This is an optimization exercise on Yosys and OpenROAD, whose aim is small area, a short achievable clock period and few clock cycles per item, not a production implementation.
Function was checked by simulation only, so behaviour that the tests miss may differ from the original.
Power figures rest on the tool's default switching activity, not on a simulated workload.

$ cat flow/run.sh
#!/bin/bash
# synth_recipe.tcl (not shown) runs the flow's synth.tcl, then flattens the netlist and writes it again
# the make line also repeats each setting of config.mk as NAME=value (left out here)
make -C /OpenROAD-flow-scripts/flow DESIGN_CONFIG=/design/flow/config.mk WORK_HOME=/design/flow/orfs CLKGATE_MAP_FILE= SYNTH_SCRIPT=/design/flow/synth_recipe.tcl finish
$ cat flow/config.mk
export PLATFORM = sky130hd
export DESIGN_NAME = fir_high
export DESIGN_NICKNAME = fir_high
export VERILOG_FILES = /design/flow/design.v
export SDC_FILE = /design/flow/constraint.sdc
export NUM_CORES = 4
export LEC_CHECK = 0
export CAP_MARGIN = 20
export CORE_MARGIN = 2
export CORE_UTILIZATION = 40
export SLEW_MARGIN = 20
$ cat flow/constraint.sdc
create_clock -name core_clock -period 8.0 [get_ports {clk}]
set_input_delay 1.6000 -clock core_clock [delete_from_list [all_inputs] [get_ports {clk}]]
set_output_delay 1.6000 -clock core_clock [all_outputs]
set_load 0.01 [all_outputs]
$ cat flow/design.v
module fir_high #(
    parameter int NTAPS = 1021
) (
    input  logic               clk,
    input  logic               rst_n,
    input  logic               sequencing,
    input  logic signed [15:0] lft_in,
    input  logic signed [15:0] rght_in,
    input  logic signed [15:0] coef,
    output logic        [9:0]  coef_addr,
    output logic signed [15:0] lft_out,
    output logic signed [15:0] rght_out,
    output logic               valid
);
    localparam logic [9:0]  LAST_ADDR = 10'(NTAPS);
    localparam logic [30:0] BMASK = 31'h5557fffe;
    logic       sq1_r, sq2_r;       
    logic       a1_r, a2_r;         
    logic       f1_r, f2_r;         
    logic       act_r;              
    logic [15:0] s1_l_r, s1_r_r, s2_l_r, s2_r_r;
    logic [7:0]  one_r, two_r, neg_r;
    logic [30:0] a_l_r, b_l_r, a_r_r, b_r_r;
    logic [30:0] a_l_n, b_l_n, a_r_n, b_r_n;
    logic [7:0]  one_d, two_d, neg_d;
    logic        done_s;
    always_comb begin
        for (int i = 0; i < 8; i++) begin
            logic hi, mid, lo;
            hi  = coef[2*i+1];
            mid = coef[2*i];
            lo  = (i == 0) ? 1'b0 : coef[2*i-1];
            one_d[i] = a1_r & (mid ^ lo);
            two_d[i] = a1_r & ((hi & ~mid & ~lo) | (~hi & mid & lo));
            neg_d[i] = a1_r & hi & ~(mid & lo);
        end
    end
    assign done_s = ~|((a_l_r & b_l_r & BMASK) | (a_r_r & b_r_r & BMASK)) & 1'b1;
    always_ff @(posedge clk or negedge rst_n) begin
        if (!rst_n) begin
            coef_addr <= 10'd0;
            sq1_r     <= 1'b0;
            sq2_r     <= 1'b0;
            a1_r      <= 1'b0;
            a2_r      <= 1'b0;
            f1_r      <= 1'b0;
            f2_r      <= 1'b0;
            act_r     <= 1'b0;
            valid     <= 1'b0;
        end else begin
            if (!sequencing)
                coef_addr <= 10'd0;
            else if (coef_addr != LAST_ADDR)
                coef_addr <= coef_addr + 10'd1;
            sq1_r <= sequencing;
            sq2_r <= sq1_r;
            a1_r  <= sequencing && (coef_addr != LAST_ADDR);
            a2_r  <= a1_r;
            f1_r  <= sequencing && !sq1_r;
            f2_r  <= f1_r;
            act_r <= sequencing || (act_r && !valid);
            valid <= act_r && !valid && !sq1_r && !sq2_r && done_s;
        end
    end
    always_ff @(posedge clk) begin
        s1_l_r <= lft_in;
        s1_r_r <= rght_in;
        s2_l_r <= s1_l_r;
        s2_r_r <= s1_r_r;
        one_r  <= one_d;
        two_r  <= two_d;
        neg_r  <= neg_d;
        a_l_r  <= a_l_n;
        b_l_r  <= b_l_n;
        a_r_r  <= a_r_n;
        b_r_r  <= b_r_n;
    end
    fir_high_csa u_csa_l (
        .x(s2_l_r), .one(one_r), .two(two_r), .neg(neg_r), .en(a2_r),
        .keep(act_r && !f2_r), .a(a_l_r), .b(b_l_r & BMASK), .a_n(a_l_n), .b_n(b_l_n)
    );
    fir_high_csa u_csa_r (
        .x(s2_r_r), .one(one_r), .two(two_r), .neg(neg_r), .en(a2_r),
        .keep(act_r && !f2_r), .a(a_r_r), .b(b_r_r & BMASK), .a_n(a_r_n), .b_n(b_r_n)
    );
    assign lft_out  = a_l_r[30:15];
    assign rght_out = a_r_r[30:15];
endmodule
module fir_high_csa (
    input  logic [15:0] x,
    input  logic [7:0]  one,
    input  logic [7:0]  two,
    input  logic [7:0]  neg,
    input  logic        en,
    input  logic        keep,
    input  logic [30:0] a,
    input  logic [30:0] b,
    output logic [30:0] a_n,
    output logic [30:0] b_n
);
    logic [30:0] ae;
    logic [15:0] pp [8];
    logic [7:0]  sgn;
    logic [7:0]  ext;
    assign ae = a & {31{keep}};
    always_comb begin
        for (int i = 0; i < 8; i++) begin
            for (int j = 0; j < 16; j++)
                pp[i][j] = ((one[i] & x[j]) | (two[i] & ((j == 0) ? 1'b0 : x[j-1]))) ^ neg[i];
            sgn[i] = ((one[i] | two[i]) & x[15]) ^ neg[i];
            ext[i] = en & ~sgn[i];
        end
    end
    wire s0 = neg[0] ^ ae[0] ^ pp[0][0];
    wire c0 = (neg[0] & ae[0]) | (neg[0] & pp[0][0]) | (ae[0] & pp[0][0]);
    wire s1 = ae[1] ^ b[1] ^ pp[0][1];
    wire c1 = (ae[1] & b[1]) | (ae[1] & pp[0][1]) | (b[1] & pp[0][1]);
    wire s2 = ae[2] ^ b[2] ^ neg[1];
    wire c2 = (ae[2] & b[2]) | (ae[2] & neg[1]) | (b[2] & neg[1]);
    wire s3 = s2 ^ pp[0][2] ^ pp[1][0];
    wire c3 = (s2 & pp[0][2]) | (s2 & pp[1][0]) | (pp[0][2] & pp[1][0]);
    wire s4 = ae[3] ^ b[3] ^ c2;
    wire c4 = (ae[3] & b[3]) | (ae[3] & c2) | (b[3] & c2);
    wire s5 = pp[0][3] ^ pp[1][1] ^ s4;
    wire c5 = (pp[0][3] & pp[1][1]) | (pp[0][3] & s4) | (pp[1][1] & s4);
    wire s6 = ae[4] ^ b[4] ^ neg[2];
    wire c6 = (ae[4] & b[4]) | (ae[4] & neg[2]) | (b[4] & neg[2]);
    wire s7 = s6 ^ pp[0][4] ^ pp[1][2];
    wire c7 = (s6 & pp[0][4]) | (s6 & pp[1][2]) | (pp[0][4] & pp[1][2]);
    wire s8 = pp[2][0] ^ c4 ^ s7;
    wire c8 = (pp[2][0] & c4) | (pp[2][0] & s7) | (c4 & s7);
    wire s9 = ae[5] ^ b[5] ^ c6;
    wire c9 = (ae[5] & b[5]) | (ae[5] & c6) | (b[5] & c6);
    wire s10 = pp[0][5] ^ pp[1][3] ^ pp[2][1];
    wire c10 = (pp[0][5] & pp[1][3]) | (pp[0][5] & pp[2][1]) | (pp[1][3] & pp[2][1]);
    wire s11 = s9 ^ c7 ^ s10;
    wire c11 = (s9 & c7) | (s9 & s10) | (c7 & s10);
    wire s12 = ae[6] ^ b[6] ^ neg[3];
    wire c12 = (ae[6] & b[6]) | (ae[6] & neg[3]) | (b[6] & neg[3]);
    wire s13 = s12 ^ pp[0][6] ^ pp[1][4];
    wire c13 = (s12 & pp[0][6]) | (s12 & pp[1][4]) | (pp[0][6] & pp[1][4]);
    wire s14 = pp[2][2] ^ pp[3][0] ^ c9;
    wire c14 = (pp[2][2] & pp[3][0]) | (pp[2][2] & c9) | (pp[3][0] & c9);
    wire s15 = c10 ^ s13 ^ s14;
    wire c15 = (c10 & s13) | (c10 & s14) | (s13 & s14);
    wire s16 = ae[7] ^ b[7] ^ c12;
    wire c16 = (ae[7] & b[7]) | (ae[7] & c12) | (b[7] & c12);
    wire s17 = pp[0][7] ^ pp[1][5] ^ pp[2][3];
    wire c17 = (pp[0][7] & pp[1][5]) | (pp[0][7] & pp[2][3]) | (pp[1][5] & pp[2][3]);
    wire s18 = pp[3][1] ^ s16 ^ c13;
    wire c18 = (pp[3][1] & s16) | (pp[3][1] & c13) | (s16 & c13);
    wire s19 = s17 ^ c14 ^ s18;
    wire c19 = (s17 & c14) | (s17 & s18) | (c14 & s18);
    wire s20 = ae[8] ^ b[8] ^ neg[4];
    wire c20 = (ae[8] & b[8]) | (ae[8] & neg[4]) | (b[8] & neg[4]);
    wire s21 = s20 ^ pp[0][8] ^ pp[1][6];
    wire c21 = (s20 & pp[0][8]) | (s20 & pp[1][6]) | (pp[0][8] & pp[1][6]);
    wire s22 = pp[2][4] ^ pp[3][2] ^ pp[4][0];
    wire c22 = (pp[2][4] & pp[3][2]) | (pp[2][4] & pp[4][0]) | (pp[3][2] & pp[4][0]);
    wire s23 = c16 ^ c17 ^ s21;
    wire c23 = (c16 & c17) | (c16 & s21) | (c17 & s21);
    wire s24 = s22 ^ c18 ^ s23;
    wire c24 = (s22 & c18) | (s22 & s23) | (c18 & s23);
    wire s25 = ae[9] ^ b[9] ^ c20;
    wire c25 = (ae[9] & b[9]) | (ae[9] & c20) | (b[9] & c20);
    wire s26 = pp[0][9] ^ pp[1][7] ^ pp[2][5];
    wire c26 = (pp[0][9] & pp[1][7]) | (pp[0][9] & pp[2][5]) | (pp[1][7] & pp[2][5]);
    wire s27 = pp[3][3] ^ pp[4][1] ^ s25;
    wire c27 = (pp[3][3] & pp[4][1]) | (pp[3][3] & s25) | (pp[4][1] & s25);
    wire s28 = c21 ^ c22 ^ s26;
    wire c28 = (c21 & c22) | (c21 & s26) | (c22 & s26);
    wire s29 = s27 ^ c23 ^ s28;
    wire c29 = (s27 & c23) | (s27 & s28) | (c23 & s28);
    wire s30 = ae[10] ^ b[10] ^ neg[5];
    wire c30 = (ae[10] & b[10]) | (ae[10] & neg[5]) | (b[10] & neg[5]);
    wire s31 = s30 ^ pp[0][10] ^ pp[1][8];
    wire c31 = (s30 & pp[0][10]) | (s30 & pp[1][8]) | (pp[0][10] & pp[1][8]);
    wire s32 = pp[2][6] ^ pp[3][4] ^ pp[4][2];
    wire c32 = (pp[2][6] & pp[3][4]) | (pp[2][6] & pp[4][2]) | (pp[3][4] & pp[4][2]);
    wire s33 = pp[5][0] ^ c25 ^ c26;
    wire c33 = (pp[5][0] & c25) | (pp[5][0] & c26) | (c25 & c26);
    wire s34 = s31 ^ s32 ^ c27;
    wire c34 = (s31 & s32) | (s31 & c27) | (s32 & c27);
    wire s35 = s33 ^ c28 ^ s34;
    wire c35 = (s33 & c28) | (s33 & s34) | (c28 & s34);
    wire s36 = ae[11] ^ b[11] ^ c30;
    wire c36 = (ae[11] & b[11]) | (ae[11] & c30) | (b[11] & c30);
    wire s37 = pp[0][11] ^ pp[1][9] ^ pp[2][7];
    wire c37 = (pp[0][11] & pp[1][9]) | (pp[0][11] & pp[2][7]) | (pp[1][9] & pp[2][7]);
    wire s38 = pp[3][5] ^ pp[4][3] ^ pp[5][1];
    wire c38 = (pp[3][5] & pp[4][3]) | (pp[3][5] & pp[5][1]) | (pp[4][3] & pp[5][1]);
    wire s39 = s36 ^ c31 ^ c32;
    wire c39 = (s36 & c31) | (s36 & c32) | (c31 & c32);
    wire s40 = s37 ^ s38 ^ c33;
    wire c40 = (s37 & s38) | (s37 & c33) | (s38 & c33);
    wire s41 = s39 ^ c34 ^ s40;
    wire c41 = (s39 & c34) | (s39 & s40) | (c34 & s40);
    wire s42 = ae[12] ^ b[12] ^ neg[6];
    wire c42 = (ae[12] & b[12]) | (ae[12] & neg[6]) | (b[12] & neg[6]);
    wire s43 = s42 ^ pp[0][12] ^ pp[1][10];
    wire c43 = (s42 & pp[0][12]) | (s42 & pp[1][10]) | (pp[0][12] & pp[1][10]);
    wire s44 = pp[2][8] ^ pp[3][6] ^ pp[4][4];
    wire c44 = (pp[2][8] & pp[3][6]) | (pp[2][8] & pp[4][4]) | (pp[3][6] & pp[4][4]);
    wire s45 = pp[5][2] ^ pp[6][0] ^ c36;
    wire c45 = (pp[5][2] & pp[6][0]) | (pp[5][2] & c36) | (pp[6][0] & c36);
    wire s46 = c37 ^ c38 ^ s43;
    wire c46 = (c37 & c38) | (c37 & s43) | (c38 & s43);
    wire s47 = s44 ^ s45 ^ c39;
    wire c47 = (s44 & s45) | (s44 & c39) | (s45 & c39);
    wire s48 = s46 ^ c40 ^ s47;
    wire c48 = (s46 & c40) | (s46 & s47) | (c40 & s47);
    wire s49 = ae[13] ^ b[13] ^ c42;
    wire c49 = (ae[13] & b[13]) | (ae[13] & c42) | (b[13] & c42);
    wire s50 = pp[0][13] ^ pp[1][11] ^ pp[2][9];
    wire c50 = (pp[0][13] & pp[1][11]) | (pp[0][13] & pp[2][9]) | (pp[1][11] & pp[2][9]);
    wire s51 = pp[3][7] ^ pp[4][5] ^ pp[5][3];
    wire c51 = (pp[3][7] & pp[4][5]) | (pp[3][7] & pp[5][3]) | (pp[4][5] & pp[5][3]);
    wire s52 = pp[6][1] ^ s49 ^ c43;
    wire c52 = (pp[6][1] & s49) | (pp[6][1] & c43) | (s49 & c43);
    wire s53 = c44 ^ s50 ^ s51;
    wire c53 = (c44 & s50) | (c44 & s51) | (s50 & s51);
    wire s54 = c45 ^ s52 ^ c46;
    wire c54 = (c45 & s52) | (c45 & c46) | (s52 & c46);
    wire s55 = s53 ^ c47 ^ s54;
    wire c55 = (s53 & c47) | (s53 & s54) | (c47 & s54);
    wire s56 = ae[14] ^ b[14] ^ neg[7];
    wire c56 = (ae[14] & b[14]) | (ae[14] & neg[7]) | (b[14] & neg[7]);
    wire s57 = s56 ^ pp[0][14] ^ pp[1][12];
    wire c57 = (s56 & pp[0][14]) | (s56 & pp[1][12]) | (pp[0][14] & pp[1][12]);
    wire s58 = pp[2][10] ^ pp[3][8] ^ pp[4][6];
    wire c58 = (pp[2][10] & pp[3][8]) | (pp[2][10] & pp[4][6]) | (pp[3][8] & pp[4][6]);
    wire s59 = pp[5][4] ^ pp[6][2] ^ pp[7][0];
    wire c59 = (pp[5][4] & pp[6][2]) | (pp[5][4] & pp[7][0]) | (pp[6][2] & pp[7][0]);
    wire s60 = c49 ^ c50 ^ c51;
    wire c60 = (c49 & c50) | (c49 & c51) | (c50 & c51);
    wire s61 = s57 ^ s58 ^ s59;
    wire c61 = (s57 & s58) | (s57 & s59) | (s58 & s59);
    wire s62 = c52 ^ s60 ^ c53;
    wire c62 = (c52 & s60) | (c52 & c53) | (s60 & c53);
    wire s63 = s61 ^ c54 ^ s62;
    wire c63 = (s61 & c54) | (s61 & s62) | (c54 & s62);
    wire s64 = ae[15] ^ b[15] ^ c56;
    wire c64 = (ae[15] & b[15]) | (ae[15] & c56) | (b[15] & c56);
    wire s65 = pp[0][15] ^ pp[1][13] ^ pp[2][11];
    wire c65 = (pp[0][15] & pp[1][13]) | (pp[0][15] & pp[2][11]) | (pp[1][13] & pp[2][11]);
    wire s66 = pp[3][9] ^ pp[4][7] ^ pp[5][5];
    wire c66 = (pp[3][9] & pp[4][7]) | (pp[3][9] & pp[5][5]) | (pp[4][7] & pp[5][5]);
    wire s67 = pp[6][3] ^ pp[7][1] ^ s64;
    wire c67 = (pp[6][3] & pp[7][1]) | (pp[6][3] & s64) | (pp[7][1] & s64);
    wire s68 = c57 ^ c58 ^ c59;
    wire c68 = (c57 & c58) | (c57 & c59) | (c58 & c59);
    wire s69 = s65 ^ s66 ^ s67;
    wire c69 = (s65 & s66) | (s65 & s67) | (s66 & s67);
    wire s70 = c60 ^ s68 ^ c61;
    wire c70 = (c60 & s68) | (c60 & c61) | (s68 & c61);
    wire s71 = s69 ^ c62 ^ s70;
    wire c71 = (s69 & c62) | (s69 & s70) | (c62 & s70);
    wire s72 = ae[16] ^ b[16] ^ sgn[0];
    wire c72 = (ae[16] & b[16]) | (ae[16] & sgn[0]) | (b[16] & sgn[0]);
    wire s73 = pp[1][14] ^ pp[2][12] ^ pp[3][10];
    wire c73 = (pp[1][14] & pp[2][12]) | (pp[1][14] & pp[3][10]) | (pp[2][12] & pp[3][10]);
    wire s74 = pp[4][8] ^ pp[5][6] ^ pp[6][4];
    wire c74 = (pp[4][8] & pp[5][6]) | (pp[4][8] & pp[6][4]) | (pp[5][6] & pp[6][4]);
    wire s75 = pp[7][2] ^ c64 ^ c65;
    wire c75 = (pp[7][2] & c64) | (pp[7][2] & c65) | (c64 & c65);
    wire s76 = c66 ^ s72 ^ s73;
    wire c76 = (c66 & s72) | (c66 & s73) | (s72 & s73);
    wire s77 = s74 ^ c67 ^ c68;
    wire c77 = (s74 & c67) | (s74 & c68) | (c67 & c68);
    wire s78 = s75 ^ s76 ^ c69;
    wire c78 = (s75 & s76) | (s75 & c69) | (s76 & c69);
    wire s79 = c70 ^ s77 ^ s78;
    wire c79 = (c70 & s77) | (c70 & s78) | (s77 & s78);
    wire s80 = ae[17] ^ b[17] ^ sgn[0];
    wire c80 = (ae[17] & b[17]) | (ae[17] & sgn[0]) | (b[17] & sgn[0]);
    wire s81 = pp[1][15] ^ pp[2][13] ^ pp[3][11];
    wire c81 = (pp[1][15] & pp[2][13]) | (pp[1][15] & pp[3][11]) | (pp[2][13] & pp[3][11]);
    wire s82 = pp[4][9] ^ pp[5][7] ^ pp[6][5];
    wire c82 = (pp[4][9] & pp[5][7]) | (pp[4][9] & pp[6][5]) | (pp[5][7] & pp[6][5]);
    wire s83 = pp[7][3] ^ c72 ^ c73;
    wire c83 = (pp[7][3] & c72) | (pp[7][3] & c73) | (c72 & c73);
    wire s84 = c74 ^ s80 ^ s81;
    wire c84 = (c74 & s80) | (c74 & s81) | (s80 & s81);
    wire s85 = s82 ^ c75 ^ s83;
    wire c85 = (s82 & c75) | (s82 & s83) | (c75 & s83);
    wire s86 = c76 ^ s84 ^ c77;
    wire c86 = (c76 & s84) | (c76 & c77) | (s84 & c77);
    wire s87 = s85 ^ c78 ^ s86;
    wire c87 = (s85 & c78) | (s85 & s86) | (c78 & s86);
    wire s88 = ae[18] ^ b[18] ^ ext[0];
    wire c88 = (ae[18] & b[18]) | (ae[18] & ext[0]) | (b[18] & ext[0]);
    wire s89 = ext[1] ^ pp[2][14] ^ pp[3][12];
    wire c89 = (ext[1] & pp[2][14]) | (ext[1] & pp[3][12]) | (pp[2][14] & pp[3][12]);
    wire s90 = pp[4][10] ^ pp[5][8] ^ pp[6][6];
    wire c90 = (pp[4][10] & pp[5][8]) | (pp[4][10] & pp[6][6]) | (pp[5][8] & pp[6][6]);
    wire s91 = pp[7][4] ^ c80 ^ c81;
    wire c91 = (pp[7][4] & c80) | (pp[7][4] & c81) | (c80 & c81);
    wire s92 = c82 ^ s88 ^ s89;
    wire c92 = (c82 & s88) | (c82 & s89) | (s88 & s89);
    wire s93 = s90 ^ c83 ^ s91;
    wire c93 = (s90 & c83) | (s90 & s91) | (c83 & s91);
    wire s94 = c84 ^ s92 ^ c85;
    wire c94 = (c84 & s92) | (c84 & c85) | (s92 & c85);
    wire s95 = s93 ^ c86 ^ s94;
    wire c95 = (s93 & c86) | (s93 & s94) | (c86 & s94);
    wire s96 = ae[19] ^ b[19] ^ en;
    wire c96 = (ae[19] & b[19]) | (ae[19] & en) | (b[19] & en);
    wire s97 = pp[2][15] ^ pp[3][13] ^ pp[4][11];
    wire c97 = (pp[2][15] & pp[3][13]) | (pp[2][15] & pp[4][11]) | (pp[3][13] & pp[4][11]);
    wire s98 = pp[5][9] ^ pp[6][7] ^ pp[7][5];
    wire c98 = (pp[5][9] & pp[6][7]) | (pp[5][9] & pp[7][5]) | (pp[6][7] & pp[7][5]);
    wire s99 = s96 ^ c88 ^ c89;
    wire c99 = (s96 & c88) | (s96 & c89) | (c88 & c89);
    wire s100 = c90 ^ s97 ^ s98;
    wire c100 = (c90 & s97) | (c90 & s98) | (s97 & s98);
    wire s101 = c91 ^ s99 ^ c92;
    wire c101 = (c91 & s99) | (c91 & c92) | (s99 & c92);
    wire s102 = s100 ^ c93 ^ s101;
    wire c102 = (s100 & c93) | (s100 & s101) | (c93 & s101);
    wire s103 = c94 ^ s102 ^ c95;
    wire c103 = (c94 & s102) | (c94 & c95) | (s102 & c95);
    wire s104 = ae[20] ^ b[20] ^ c96;
    wire c104 = (ae[20] & b[20]) | (ae[20] & c96) | (b[20] & c96);
    wire s105 = ext[2] ^ pp[3][14] ^ pp[4][12];
    wire c105 = (ext[2] & pp[3][14]) | (ext[2] & pp[4][12]) | (pp[3][14] & pp[4][12]);
    wire s106 = pp[5][10] ^ pp[6][8] ^ pp[7][6];
    wire c106 = (pp[5][10] & pp[6][8]) | (pp[5][10] & pp[7][6]) | (pp[6][8] & pp[7][6]);
    wire s107 = c97 ^ c98 ^ s104;
    wire c107 = (c97 & c98) | (c97 & s104) | (c98 & s104);
    wire s108 = s105 ^ s106 ^ c99;
    wire c108 = (s105 & s106) | (s105 & c99) | (s106 & c99);
    wire s109 = c100 ^ s107 ^ c101;
    wire c109 = (c100 & s107) | (c100 & c101) | (s107 & c101);
    wire s110 = s108 ^ c102 ^ s109;
    wire c110 = (s108 & c102) | (s108 & s109) | (c102 & s109);
    wire s111 = ae[21] ^ b[21] ^ en;
    wire c111 = (ae[21] & b[21]) | (ae[21] & en) | (b[21] & en);
    wire s112 = pp[3][15] ^ pp[4][13] ^ pp[5][11];
    wire c112 = (pp[3][15] & pp[4][13]) | (pp[3][15] & pp[5][11]) | (pp[4][13] & pp[5][11]);
    wire s113 = pp[6][9] ^ pp[7][7] ^ s111;
    wire c113 = (pp[6][9] & pp[7][7]) | (pp[6][9] & s111) | (pp[7][7] & s111);
    wire s114 = c104 ^ c105 ^ c106;
    wire c114 = (c104 & c105) | (c104 & c106) | (c105 & c106);
    wire s115 = s112 ^ s113 ^ c107;
    wire c115 = (s112 & s113) | (s112 & c107) | (s113 & c107);
    wire s116 = s114 ^ c108 ^ s115;
    wire c116 = (s114 & c108) | (s114 & s115) | (c108 & s115);
    wire s117 = c109 ^ s116 ^ c110;
    wire c117 = (c109 & s116) | (c109 & c110) | (s116 & c110);
    wire s118 = ae[22] ^ b[22] ^ c111;
    wire c118 = (ae[22] & b[22]) | (ae[22] & c111) | (b[22] & c111);
    wire s119 = ext[3] ^ pp[4][14] ^ pp[5][12];
    wire c119 = (ext[3] & pp[4][14]) | (ext[3] & pp[5][12]) | (pp[4][14] & pp[5][12]);
    wire s120 = pp[6][10] ^ pp[7][8] ^ c112;
    wire c120 = (pp[6][10] & pp[7][8]) | (pp[6][10] & c112) | (pp[7][8] & c112);
    wire s121 = c113 ^ s118 ^ s119;
    wire c121 = (c113 & s118) | (c113 & s119) | (s118 & s119);
    wire s122 = c114 ^ s120 ^ s121;
    wire c122 = (c114 & s120) | (c114 & s121) | (s120 & s121);
    wire s123 = c115 ^ s122 ^ c116;
    wire c123 = (c115 & s122) | (c115 & c116) | (s122 & c116);
    wire s124 = ae[23] ^ b[23] ^ en;
    wire c124 = (ae[23] & b[23]) | (ae[23] & en) | (b[23] & en);
    wire s125 = pp[4][15] ^ pp[5][13] ^ pp[6][11];
    wire c125 = (pp[4][15] & pp[5][13]) | (pp[4][15] & pp[6][11]) | (pp[5][13] & pp[6][11]);
    wire s126 = pp[7][9] ^ s124 ^ c118;
    wire c126 = (pp[7][9] & s124) | (pp[7][9] & c118) | (s124 & c118);
    wire s127 = c119 ^ s125 ^ c120;
    wire c127 = (c119 & s125) | (c119 & c120) | (s125 & c120);
    wire s128 = s126 ^ c121 ^ s127;
    wire c128 = (s126 & c121) | (s126 & s127) | (c121 & s127);
    wire s129 = c122 ^ s128 ^ c123;
    wire c129 = (c122 & s128) | (c122 & c123) | (s128 & c123);
    wire s130 = ae[24] ^ b[24] ^ c124;
    wire c130 = (ae[24] & b[24]) | (ae[24] & c124) | (b[24] & c124);
    wire s131 = ext[4] ^ pp[5][14] ^ pp[6][12];
    wire c131 = (ext[4] & pp[5][14]) | (ext[4] & pp[6][12]) | (pp[5][14] & pp[6][12]);
    wire s132 = pp[7][10] ^ c125 ^ s130;
    wire c132 = (pp[7][10] & c125) | (pp[7][10] & s130) | (c125 & s130);
    wire s133 = s131 ^ c126 ^ s132;
    wire c133 = (s131 & c126) | (s131 & s132) | (c126 & s132);
    wire s134 = c127 ^ s133 ^ c128;
    wire c134 = (c127 & s133) | (c127 & c128) | (s133 & c128);
    wire s135 = ae[25] ^ b[25] ^ en;
    wire c135 = (ae[25] & b[25]) | (ae[25] & en) | (b[25] & en);
    wire s136 = pp[5][15] ^ pp[6][13] ^ pp[7][11];
    wire c136 = (pp[5][15] & pp[6][13]) | (pp[5][15] & pp[7][11]) | (pp[6][13] & pp[7][11]);
    wire s137 = s135 ^ c130 ^ c131;
    wire c137 = (s135 & c130) | (s135 & c131) | (c130 & c131);
    wire s138 = s136 ^ c132 ^ s137;
    wire c138 = (s136 & c132) | (s136 & s137) | (c132 & s137);
    wire s139 = c133 ^ s138 ^ c134;
    wire c139 = (c133 & s138) | (c133 & c134) | (s138 & c134);
    wire s140 = ae[26] ^ b[26] ^ c135;
    wire c140 = (ae[26] & b[26]) | (ae[26] & c135) | (b[26] & c135);
    wire s141 = ext[5] ^ pp[6][14] ^ pp[7][12];
    wire c141 = (ext[5] & pp[6][14]) | (ext[5] & pp[7][12]) | (pp[6][14] & pp[7][12]);
    wire s142 = c136 ^ s140 ^ s141;
    wire c142 = (c136 & s140) | (c136 & s141) | (s140 & s141);
    wire s143 = c137 ^ s142 ^ c138;
    wire c143 = (c137 & s142) | (c137 & c138) | (s142 & c138);
    wire s144 = ae[27] ^ b[27] ^ en;
    wire c144 = (ae[27] & b[27]) | (ae[27] & en) | (b[27] & en);
    wire s145 = pp[6][15] ^ pp[7][13] ^ s144;
    wire c145 = (pp[6][15] & pp[7][13]) | (pp[6][15] & s144) | (pp[7][13] & s144);
    wire s146 = c140 ^ c141 ^ s145;
    wire c146 = (c140 & c141) | (c140 & s145) | (c141 & s145);
    wire s147 = c142 ^ s146 ^ c143;
    wire c147 = (c142 & s146) | (c142 & c143) | (s146 & c143);
    wire s148 = ae[28] ^ b[28] ^ c144;
    wire c148 = (ae[28] & b[28]) | (ae[28] & c144) | (b[28] & c144);
    wire s149 = ext[6] ^ pp[7][14] ^ c145;
    wire c149 = (ext[6] & pp[7][14]) | (ext[6] & c145) | (pp[7][14] & c145);
    wire s150 = s148 ^ c146 ^ s149;
    wire c150 = (s148 & c146) | (s148 & s149) | (c146 & s149);
    wire s151 = ae[29] ^ b[29] ^ en;
    wire c151 = (ae[29] & b[29]) | (ae[29] & en) | (b[29] & en);
    wire s152 = pp[7][15] ^ s151 ^ c148;
    wire c152 = (pp[7][15] & s151) | (pp[7][15] & c148) | (s151 & c148);
    wire s153 = c149 ^ s152 ^ c150;
    wire c153 = (c149 & s152) | (c149 & c150) | (s152 & c150);
    wire s154 = ae[30] ^ b[30] ^ c151;
    wire s155 = ext[7] ^ s154 ^ c152;
    assign a_n[0] = s0;
    assign b_n[0] = 1'b0;
    assign a_n[1] = s1;
    assign b_n[1] = c0;
    assign a_n[2] = s3;
    assign b_n[2] = c1;
    assign a_n[3] = s5;
    assign b_n[3] = c3;
    assign a_n[4] = s8;
    assign b_n[4] = c5;
    assign a_n[5] = s11;
    assign b_n[5] = c8;
    assign a_n[6] = s15;
    assign b_n[6] = c11;
    assign a_n[7] = s19;
    assign b_n[7] = c15;
    assign a_n[8] = s24;
    assign b_n[8] = c19;
    assign a_n[9] = s29;
    assign b_n[9] = c24;
    assign a_n[10] = s35;
    assign b_n[10] = c29;
    assign a_n[11] = s41;
    assign b_n[11] = c35;
    assign a_n[12] = s48;
    assign b_n[12] = c41;
    assign a_n[13] = s55;
    assign b_n[13] = c48;
    assign a_n[14] = s63;
    assign b_n[14] = c55;
    assign a_n[15] = s71;
    assign b_n[15] = c63;
    assign a_n[16] = s79;
    assign b_n[16] = c71;
    assign a_n[17] = s87;
    assign b_n[17] = c79;
    assign a_n[18] = s95;
    assign b_n[18] = c87;
    assign a_n[19] = s103;
    assign b_n[19] = 1'b0;
    assign a_n[20] = s110;
    assign b_n[20] = c103;
    assign a_n[21] = s117;
    assign b_n[21] = 1'b0;
    assign a_n[22] = s123;
    assign b_n[22] = c117;
    assign a_n[23] = s129;
    assign b_n[23] = 1'b0;
    assign a_n[24] = s134;
    assign b_n[24] = c129;
    assign a_n[25] = s139;
    assign b_n[25] = 1'b0;
    assign a_n[26] = s143;
    assign b_n[26] = c139;
    assign a_n[27] = s147;
    assign b_n[27] = 1'b0;
    assign a_n[28] = s150;
    assign b_n[28] = c147;
    assign a_n[29] = s153;
    assign b_n[29] = 1'b0;
    assign a_n[30] = s155;
    assign b_n[30] = c153;
endmodule
==> summary.txt <==
Flop pwr share = 24.9%
First-pass GRT wire length = 82.4 mm
Met2 Use GR = 36.1%
Count leader, synth = inv_1
Placeable Area = 0.0455 mm2
CTS tree = built
Wire length per cell = 22.0 um
Crit start category = flip-flop
Final Wtd Congestion = 0.864
Final WL = 52.3 mm
CTS Buf Count = 27
Yosys reg bits = 216
Yosys top cell by area = fa_1
Setup Skew = 0.0119 ns
Most used DFF post-synth = dfxtp_1
Final ANT Viol Nets = 0
Status = finished clean
Fraction of synthesized cell area taken by the top area cell type = 31.4%
Req. time, crit path = 8.45 ns
Number of global-route vias before repair = 13700
# diodes = 0
Resized cells post-CTS = 0
Critical Path Max Stage Delay = 0.63 ns
Pre-CTS setup slack = 3.26 ns
Combinational Power Share = 58.6%
H-tree Lvls = 1
Int Pwr = 4.29 mW
Non-Filler Instances = 2378
Final period util = 59.6%
CP Class = reg2reg
Met1 Resource Use GR = 31.0%
Max-cap violations = 0
Initial antenna violation count = 0
DRC = 0
Final setup fails = 0
Share of cells above drive strength 1 = 5.85%
Critical-path top delay cell = nor2b_4
CP cell instances = nor2b_4 -> buf_4 -> and2_1 -> ha_1 -> inv_1 -> fa_1 -> inv_1 -> fa_1 -> fa_1 -> inv_1 -> fa_1 -> fa_1 -> inv_1 -> fa_1
Seq/Total Area, Yosys = 23.9%
Final-report hold violation count = 0
Switching share of total power = 44.4%
Initial core utilization = 40.6%
DRT Pass-1 Iters = 5
Max transition margin = 38.6%
Die Height = 219 um
Fin worst setup slack = 3.23 ns
GRT Util Overall = 22.5%
Net Count, Synth = 2170
Placed Cells incl. Taps = 2328
CP top delay family = adder cells
Nets@finish = 2123
DIE AREA = 0.0479 mm2
Yosys cell types = 45
RSZ-0062 raised after global routing = no
Synth area leaders = fa_1 31%, dfxtp_1 21%, a22oi_1 9.9%
Worst Tran Pin Value = 0.920 ns
Synth Warn # = 3
Post-CTS Setup Bufs = 0
Maximum fanout along the worst path = 33
Post-synthesis cell count = 1804
Maximum clock path buffer count = 3
Via count = 12700
Fmax = 210 MHz
GRT Residual Overflow = 0
Crit. End Element = flip-flop
Post-synth EDFFs = 0
Async SR Flop Fraction = 8.33%
Most Frequent Cell on Critical Path = fa_1
Layout area overhead = 9.98%
CTS Hold Bufs = 0
Synth cell count leaders = 320 x inv_1, 290 x fa_1, 244 x a22oi_1
Site row count = 78
Post-DP HPWL = 35.7 mm
Leakage = 8.72 nW
Clock share of power = 16.5%
Syn_area_per_cell = 10.2 um2
Post-Synthesis Cell Area = 0.0185 mm2
Arr. time, crit path = 5.22 ns
# IOs = 94
Pwr per Cell Area = 380 mW/mm2
Worst Hold Class = reg2reg
CTS Sinks = 216
CTS root buffer = clkbuf_16
Worst Path Buf+Inv = 5
Maximum number of pins on one net before global-route repair = 37
Setup_tns = 0 ns
Clock latency on the worst-skew pair = 0.57 ns
Fin. max-slew vios = 0
Met3 usage = 4.16%
Crit path time final = 4.77 ns
P_sw = 3.43 mW
DRT iter0 DRCs = 1022
Die Width = 219 um
VDD IR max = 0.203 mV
Vias/cell = 5.34
GRT Max-Usage Layer = met2
IO Port Bufs = 93
Clk pin slew, worst setup/hold paths = 0.06 ns
-- worst paths after layout --
| kind | from | to | slack [ns] | cells past startpoint |
|---|---|---|---|---|
| max | f2_r | a_r_r[23] | 3.23 | 14 |
| min | s1_r_r[12] | s2_r_r[12] | 0.32 | 0 |
| max reg2reg | f2_r | a_r_r[23] | 3.23 | 14 |
| min reg2reg | s1_r_r[12] | s2_r_r[12] | 0.32 | 0 |
| max in group asynchronous | rst_n | act_r | 5.99 | 1 |
| min in group asynchronous | rst_n | sq2_r | 1.50 | 1 |
-- through the flow --
stage / hold slack, ns / instance area (um2) / total power, mW / util [%]
final: 0.325 / 20300 / 7.73 / 44.7
after CTS: 0.326 / 20300 / 7.82 / 44.7
after detailed placement: 0.312 / 19400 / 6.50 / 42.6
after floorplan: 0.310 / 18500 / 5.11 / -
after global placement: 0.313 / 19400 / 6.27 / 42.6
after global routing: 0.336 / 20300 / 8.70 / 44.7
-- power groups by stage --
| stage | Clock (mW) | Combinational, mW | Sequential, mW |
|---|---|---|---|
| after floorplan | 0 | 3.41 | 1.70 |
| after global placement | 0 | 4.33 | 1.94 |
| after detailed placement | 0 | 4.56 | 1.94 |
| after CTS | 1.31 | 4.59 | 1.92 |
| after global routing | 1.35 | 5.40 | 1.95 |
| final | 1.28 | 4.52 | 1.93 |
-- routing by layer --
| metal | routed length (um) | vias to the layer above | part of all wire, % |
|---|---|---|---|
| li1 | - | 5505 | - |
| met2 | 24200 | 543 | 46 |
| met4 | 1690 | 0 | 3.2 |
| met3 | 4220 | 96 | 8.1 |
| met1 | 22200 | 6556 | 42 |
| met5 | 0 | - | 0 |
-- layout make-up --
cell class	count	area (um2)
clock buffers	34	752
clock inverters	16	171
fillers	4386	25200
inverters	321	1200
multi-input cells	1073	11900
flip-flops and latches	216	4420
well taps	600	751
repair buffers	118	1120
-- worst register-to-register path, stage by stage (launching register included) --
cell     delay [ns]
dfrtp_1        0.40
nor2b_4        0.63
buf_4          0.52
and2_1         0.21
ha_1           0.14
inv_1          0.05
fa_1           0.47
inv_1          0.05
fa_1           0.38
fa_1           0.49
inv_1          0.05
fa_1           0.39
fa_1           0.38
inv_1          0.08
fa_1           0.40
-- kinds of logic (layout without fill, tap and decap cells) --
| family | Yosys count | count (layout) | synth area share, % |
|---|---|---|---|
| xor gates and xnor gates | 290 | 290 | 13.8 |
| AOI/OAI and AO/OA | 305 | 305 | 12.5 |
| adders and majority gates | 315 | 315 | 33.1 |
| DFF | 216 | 216 | 23.9 |
| and+or+nand+nor | 162 | 162 | 4.89 |
| buffers and inverters | 515 | 489 | 11.7 |
| muxes | 1 | 1 | 0.0542 |
-- cells in the final DEF, fill, tap and decap left out, types with 6 or more instances in the layout --
cell,instances
dfxtp_1,191
a21boi_0,7
clkdlybuf4s50_1,93
a22o_1,10
a22oi_1,244
nand2_1,58
or3b_2,7
fa_1,290
clkbuf_16,27
xnor2_1,122
nor2_1,14
nand3b_1,7
o21ai_0,17
xor2_1,166
dfxtp_2,7
buf_4,25
and2_1,50
and3b_1,7
ha_1,25
inv_1,320
nand4_1,6
dfrtp_1,18
-- registers in the layout (all words and copies together), names as in the netlist, 10 cells and up --
name and flops:
s2_r_r 16, a_l_r 31, b_r_r 24, s2_l_r 16, s1_r_r 16, b_l_r 24
a_r_r 31, coef_addr 10, s1_l_r 16
Testbench counts, summed over its fixed seeds: cycles 49,294, runs 48.

-- afterwards: timing with drivers on the ports --
How much do the figures lean on ideal ports? The routed layout below was timed once more, with nothing changed but the port constraints.
Step 1 sets driving cells, clkbuf_16 on the clock port and buf_2 on the other inputs (assumed; they add their load-dependent delay and slew).
Step 2 also shifts input and output timing later by t, the mid clock arrival at the registers, as if the neighbouring blocks saw the same clock.
a / b / c = no drivers / after step 1 / after step 2; a / b = the first two.
shift t [ns]: 0.626
setup WS [ns]: 3.232 / 3.232 / 3.232
hold slack, ns: 0.325 / 0.325 / 0.325
After both steps setup and hold are still met in this run. The setup slack of this run moves by 0.000 ns with the drivers and by 0.000 ns with both steps.
